This is an optimization exercise on Yosys and OpenROAD, whose aim is small area, not a production implementation. RTL that was checked went through simulation tests only; none was proved equivalent to the original. Power is estimated from default activity; no workload was simulated.

==> flow/design.v <==
module ddr4_fine_sweep #(
  parameter int LANES        = 16,
  parameter int DELAY_TAPS   = 64,
  parameter int COARSE_STEPS = 8,
  parameter int SPAN         = 32,
  parameter int SAMPLES      = 4,
  parameter int SETTLE       = 2,
  parameter int MIN_WIDTH    = 6,
  parameter int TIMEOUT      = 256
) (
  input  logic                                        clk,
  input  logic                                        rst,
  input  logic                                        fine_start,
  input  logic [$clog2(COARSE_STEPS)-1:0]             coarse_sel,
  input  logic [LANES-1:0]                            read_ok,
  input  logic                                        read_valid,
  output logic [$clog2(DELAY_TAPS)-1:0]               delay_tap,
  output logic                                        read_req,
  output logic                                        busy,
  output logic                                        fine_done,
  output logic                                        fine_failed,
  output logic [LANES-1:0]                            lane_valid,
  output logic [LANES*$clog2(DELAY_TAPS)-1:0]         best_start,
  output logic [LANES*$clog2(DELAY_TAPS)-1:0]         best_end,
  output logic [LANES*$clog2(DELAY_TAPS+1)-1:0]       best_width
);
  localparam int TAPW = $clog2(DELAY_TAPS);
  localparam int WW   = $clog2(DELAY_TAPS + 1);
  localparam int RW   = $clog2(SPAN + 1);       
  localparam logic [2:0] S_IDLE   = 3'd0;
  localparam logic [2:0] S_SETTLE = 3'd1;
  localparam logic [2:0] S_RREQ   = 3'd2;
  localparam logic [2:0] S_RWAIT  = 3'd3;
  localparam logic [2:0] S_EVAL   = 3'd4;
  localparam logic [2:0] S_FINISH = 3'd5;
  localparam logic [2:0] S_REPORT = 3'd6;
  logic [2:0]      r_state;
  logic [TAPW-1:0] r_tap;
  logic [1:0]      r_blk;     
  logic [7:0]      r_to;      
  logic [1:0]      r_smp;     
  logic            r_done;
  logic            r_failed;
  logic [LANES-1:0] r_fail;    
  logic [LANES-1:0] r_open;    
  logic [RW-2:0]    r_rm [LANES];   
  logic [LANES-1:0] r_nz;      
  logic [RW-2:0]    r_bm [LANES];   
  logic [TAPW-1:0]  r_be [LANES];   
  wire st_idle   = (r_state == S_IDLE);
  wire st_settle = (r_state == S_SETTLE);
  wire st_rwait  = (r_state == S_RWAIT);
  wire st_eval   = (r_state == S_EVAL);
  wire st_finish = (r_state == S_FINISH);
  wire st_report = (r_state == S_REPORT);
  wire w_start   = st_idle & fine_start;
  wire w_acc     = st_rwait & read_valid;
  wire w_tmo     = st_rwait & ~read_valid & (&r_to);
  wire w_last    = (&r_tap[2:0]) & ((&r_tap[5:3]) | (&r_blk));
  wire [TAPW-1:0] w_end = r_tap - {{(TAPW-1){1'b0}}, st_eval};
  logic [LANES-1:0] w_wide;
  for (genvar g = 0; g < LANES; g++) begin : g_wide
    assign w_wide[g] = r_nz[g] & (r_bm[g] >= (RW-1)'(MIN_WIDTH - 1));
  end
  always_ff @(posedge clk or posedge rst) begin
    if (rst) begin
      r_state  <= S_IDLE;
      r_tap    <= '0;
      r_done   <= 1'b0;
      r_failed <= 1'b0;
    end else begin
      r_done   <= st_report & (&w_wide);
      r_failed <= (st_report & ~&w_wide) | w_tmo;
      case (r_state)
        S_IDLE: if (fine_start) begin
          r_tap   <= {coarse_sel, 3'b000};
          r_state <= S_SETTLE;
        end
        S_SETTLE: if (r_to[0]) r_state <= S_RREQ;
        S_RREQ:   r_state <= S_RWAIT;
        S_RWAIT: begin
          if (read_valid)  r_state <= (&r_smp) ? S_EVAL : S_RREQ;
          else if (&r_to)  r_state <= S_IDLE;
        end
        S_EVAL: begin
          if (w_last) r_state <= S_FINISH;
          else begin
            r_tap   <= r_tap + 1'b1;
            r_state <= S_SETTLE;
          end
        end
        S_FINISH: r_state <= S_REPORT;
        default:  r_state <= S_IDLE;
      endcase
    end
  end
  always_ff @(posedge clk) begin
    r_to <= (st_settle | st_rwait) ? r_to + 1'b1 : 8'd0;
    r_smp <= ~st_settle ? (w_acc ? r_smp + 1'b1 : r_smp) : 2'd0;
    r_blk <= ~st_idle ? ((st_eval & ~w_last & (&r_tap[2:0])) ? r_blk + 1'b1 : r_blk) : 2'd0;
  end
  wire w_clr      = w_start | w_tmo;          
  wire w_run_hold = ~st_eval & ~st_idle;       
  for (genvar g = 0; g < LANES; g++) begin : g_lane
    wire          w_pass = st_eval & ~r_fail[g];
    wire          w_gt   = r_open[g] & (~r_nz[g] | (r_rm[g] > r_bm[g]));
    wire          w_upd  = ((st_eval & r_fail[g]) | st_finish) & w_gt;
    wire          w_hold = ~w_upd & ~w_clr;
    wire [RW-1:0] w_bw   = r_bm[g] + 1'b1;
    always_ff @(posedge clk) begin
      r_fail[g] <= ~st_settle & (r_fail[g] | (w_acc & ~read_ok[g]));
      r_open[g] <= w_pass | (w_run_hold & r_open[g]);
      r_rm[g]   <= ({(RW-1){w_pass & r_open[g]}} & (r_rm[g] + 1'b1)) | ({(RW-1){w_run_hold}} & r_rm[g]);
    end
    always_ff @(posedge clk or posedge rst) begin
      if (rst) begin
        r_nz[g] <= 1'b0;
        r_bm[g] <= '0;
        r_be[g] <= '0;
      end else begin
        r_nz[g] <= w_upd | (w_hold & r_nz[g]);
        r_bm[g] <= ({(RW-1){w_upd}} & r_rm[g]) | ({(RW-1){w_hold}} & r_bm[g]);
        r_be[g] <= ({TAPW{w_upd}} & w_end) | ({TAPW{w_hold}} & r_be[g]);
      end
    end
    assign lane_valid[g]              = (st_idle | st_report) & w_wide[g];
    assign best_width[g*WW +: WW]     = WW'({w_bw[RW-1:1], r_nz[g] & ~r_bm[g][0]});
    assign best_end[g*TAPW +: TAPW]   = r_be[g];
    assign best_start[g*TAPW +: TAPW] = r_be[g] - TAPW'(r_bm[g]);
  end
  assign delay_tap   = r_tap;
  assign read_req    = (r_state == S_RREQ);
  assign busy        = ~st_idle;
  assign fine_done   = r_done;
  assign fine_failed = r_failed;
endmodule
clock: 5.0 ns
lec_check: 0
cap_margin: 20
core_margin: 2
core_utilization: 40
slew_margin: 20
standard.sh (not shown) runs the stock make flow with config.mk's settings and CLKGATE_MAP_FILE= SYNTH_SCRIPT=/design/flow/synth_recipe.tcl, a recipe that flattens the netlist after the stock synthesis.
==> flow/flow/run.sh <==
#!/bin/bash
# Own layout flow: the standard ORFS flow with an area-oriented synthesis mapping, the
# smallest buffer on every port, and no dummy clock-tree loads. Each tool's output is logged.
set -euo pipefail
W=$(pwd)
F=$W/flow
bash standard.sh \
  SYNTH_SCRIPT=$F/synth.tcl \
  FLOW_ABC_SCRIPT=$F/area.abc \
  BUFFER_PORTS_ARGS="-buffer_cell sky130_fd_sc_hd__buf_1" \
  CTS_ARGS="-sink_clustering_enable -repair_clock_nets -dont_use_dummy_load -buf_list sky130_fd_sc_hd__clkbuf_8 -sink_clustering_size 24 -sink_clustering_max_diameter 60" \
  finish > $W/flow_make.log 2>&1
cp -r $W/orfs/logs $W/flow_logs 2>/dev/null || true
==> flow/flow/area.abc <==
strash
ifraig
dc2
dch -f
map -a
mfs2
strash
dc2
dch -f
map -a
mfs2
strash
dch -f
map -a
topo
==> flow/flow/synth.tcl <==
# The standard synthesis (synth_recipe.tcl) with two changes to the combinational mapping only:
# Yosys's extract_fa is skipped and abc runs an area-oriented script (flow/area.abc).
# Flip-flop mapping and register names are unchanged.
proc synth {args} { yosys synth -nofsm -noshare {*}$args }
proc extract_fa {args} { puts "flow: extract_fa skipped" }
proc abc {args} {
  set i [lsearch $args -script]
  lset args [expr {$i + 1}] $::env(FLOW_ABC_SCRIPT)
  puts "flow: abc $args"
  yosys abc {*}$args
}
source $::env(SCRIPTS_DIR)/synth.tcl
# left out here: clear keep_hierarchy, flatten, clean up, hide names made inside functions, write 1_2_yosys.v
The starting point produced a clean layout.
Rerun with:
--- a/flow/design.v
+++ b/flow/design.v
@@ -39,16 +39,14 @@
   logic [1:0]      r_blk;     
   logic [7:0]      r_to;      
   logic [1:0]      r_smp;     
   logic            r_done;
   logic            r_failed;
-  logic [LANES-1:0] r_fail;    
-  logic [LANES-1:0] r_open;    
-  logic [RW-2:0]    r_rm [LANES];   
-  logic [LANES-1:0] r_nz;      
-  logic [RW-2:0]    r_bm [LANES];   
-  logic [TAPW-1:0]  r_be [LANES];   
+  logic [LANES-1:0] r_fail;   
+  logic [RW-1:0]   r_run [LANES];   
+  logic [RW-1:0]   r_bw  [LANES];   
+  logic [TAPW-1:0] r_be  [LANES];   
   wire st_idle   = (r_state == S_IDLE);
   wire st_settle = (r_state == S_SETTLE);
   wire st_rwait  = (r_state == S_RWAIT);
   wire st_eval   = (r_state == S_EVAL);
   wire st_finish = (r_state == S_FINISH);
@@ -58,11 +56,11 @@
   wire w_tmo     = st_rwait & ~read_valid & (&r_to);
   wire w_last    = (&r_tap[2:0]) & ((&r_tap[5:3]) | (&r_blk));
   wire [TAPW-1:0] w_end = r_tap - {{(TAPW-1){1'b0}}, st_eval};
   logic [LANES-1:0] w_wide;
   for (genvar g = 0; g < LANES; g++) begin : g_wide
-    assign w_wide[g] = r_nz[g] & (r_bm[g] >= (RW-1)'(MIN_WIDTH - 1));
+    assign w_wide[g] = (r_bw[g] >= RW'(MIN_WIDTH));
   end
   always_ff @(posedge clk or posedge rst) begin
     if (rst) begin
       r_state  <= S_IDLE;
       r_tap    <= '0;
@@ -100,35 +98,32 @@
     r_blk <= ~st_idle ? ((st_eval & ~w_last & (&r_tap[2:0])) ? r_blk + 1'b1 : r_blk) : 2'd0;
   end
   wire w_clr      = w_start | w_tmo;          
   wire w_run_hold = ~st_eval & ~st_idle;       
   for (genvar g = 0; g < LANES; g++) begin : g_lane
-    wire          w_pass = st_eval & ~r_fail[g];
-    wire          w_gt   = r_open[g] & (~r_nz[g] | (r_rm[g] > r_bm[g]));
-    wire          w_upd  = ((st_eval & r_fail[g]) | st_finish) & w_gt;
-    wire          w_hold = ~w_upd & ~w_clr;
-    wire [RW-1:0] w_bw   = r_bm[g] + 1'b1;
+    wire            w_pass = st_eval & ~r_fail[g];
+    wire            w_upd  = ((st_eval & r_fail[g]) | st_finish) & (r_run[g] > r_bw[g]);
+    wire            w_hold = ~w_upd & ~w_clr;
+    wire [RW-1:0]   w_inc  = r_run[g] + 1'b1;
     always_ff @(posedge clk) begin
       r_fail[g] <= ~st_settle & (r_fail[g] | (w_acc & ~read_ok[g]));
-      r_open[g] <= w_pass | (w_run_hold & r_open[g]);
-      r_rm[g]   <= ({(RW-1){w_pass & r_open[g]}} & (r_rm[g] + 1'b1)) | ({(RW-1){w_run_hold}} & r_rm[g]);
+      r_run[g]  <= ({RW{w_pass}} & w_inc) | ({RW{w_run_hold}} & r_run[g]);
     end
     always_ff @(posedge clk or posedge rst) begin
       if (rst) begin
-        r_nz[g] <= 1'b0;
-        r_bm[g] <= '0;
+        r_bw[g] <= '0;
         r_be[g] <= '0;
       end else begin
-        r_nz[g] <= w_upd | (w_hold & r_nz[g]);
-        r_bm[g] <= ({(RW-1){w_upd}} & r_rm[g]) | ({(RW-1){w_hold}} & r_bm[g]);
+        r_bw[g] <= ({RW{w_upd}} & r_run[g]) | ({RW{w_hold}} & r_bw[g]);
         r_be[g] <= ({TAPW{w_upd}} & w_end) | ({TAPW{w_hold}} & r_be[g]);
       end
     end
     assign lane_valid[g]              = (st_idle | st_report) & w_wide[g];
-    assign best_width[g*WW +: WW]     = WW'({w_bw[RW-1:1], r_nz[g] & ~r_bm[g][0]});
+    assign best_width[g*WW +: WW]     = WW'(r_bw[g]);
     assign best_end[g*TAPW +: TAPW]   = r_be[g];
-    assign best_start[g*TAPW +: TAPW] = r_be[g] - TAPW'(r_bm[g]);
+    assign best_start[g*TAPW +: TAPW] = {r_be[g][TAPW-1:1] - r_bw[g][TAPW-1:1] + (r_be[g][0] & ~r_bw[g][0]),
+                                         ~(r_be[g][0] ^ r_bw[g][0]) & (|r_bw[g])};
   end
   assign delay_tap   = r_tap;
   assign read_req    = (r_state == S_RREQ);
   assign busy        = ~st_idle;
   assign fine_done   = r_done;
- non-clock buffer count falls by 2
- power rises by 9.9%
- worst setup slack degrades by 0.046 ns
- area after synthesis rose by about 2.5%
- via count barely changes
- global-route usage is lower by 0.95 points
- clock-buffer cell count goes up by 2
- synthesized cell count went up by about 1.6%
- final cell count went up by 1.5%
- register-to-register slack degrades by 0.78 ns
Only the layout flow was run in the second run of this note; the RTL was not checked for function there.

==> what the ideal ports hide <==
How much do the figures lean on ideal ports? The routed layouts below were timed once more, with nothing changed but the port constraints.
Step 1 assumes that a clkbuf_16 drives the clock port and a buf_2 every other input.
Step 2 adds t to the input delays and takes it off the output delays; t is the mean of the earliest and latest rising clock arrival at the registers after step 1. Input paths then give back, and output paths get back, about the clock's delay inside the block.
a / b / c = ideal / step 1 / step 2; a / b = the first two.
run	t, ns	setup WS [ns]	worst data-port slew with drivers (ns)
the first run	0.640	0.874 / 0.823 / 1.463	0.07
the second run	0.644	0.827 / 0.827 / 0.827	0.08
After both steps every run listed still meets setup and hold.
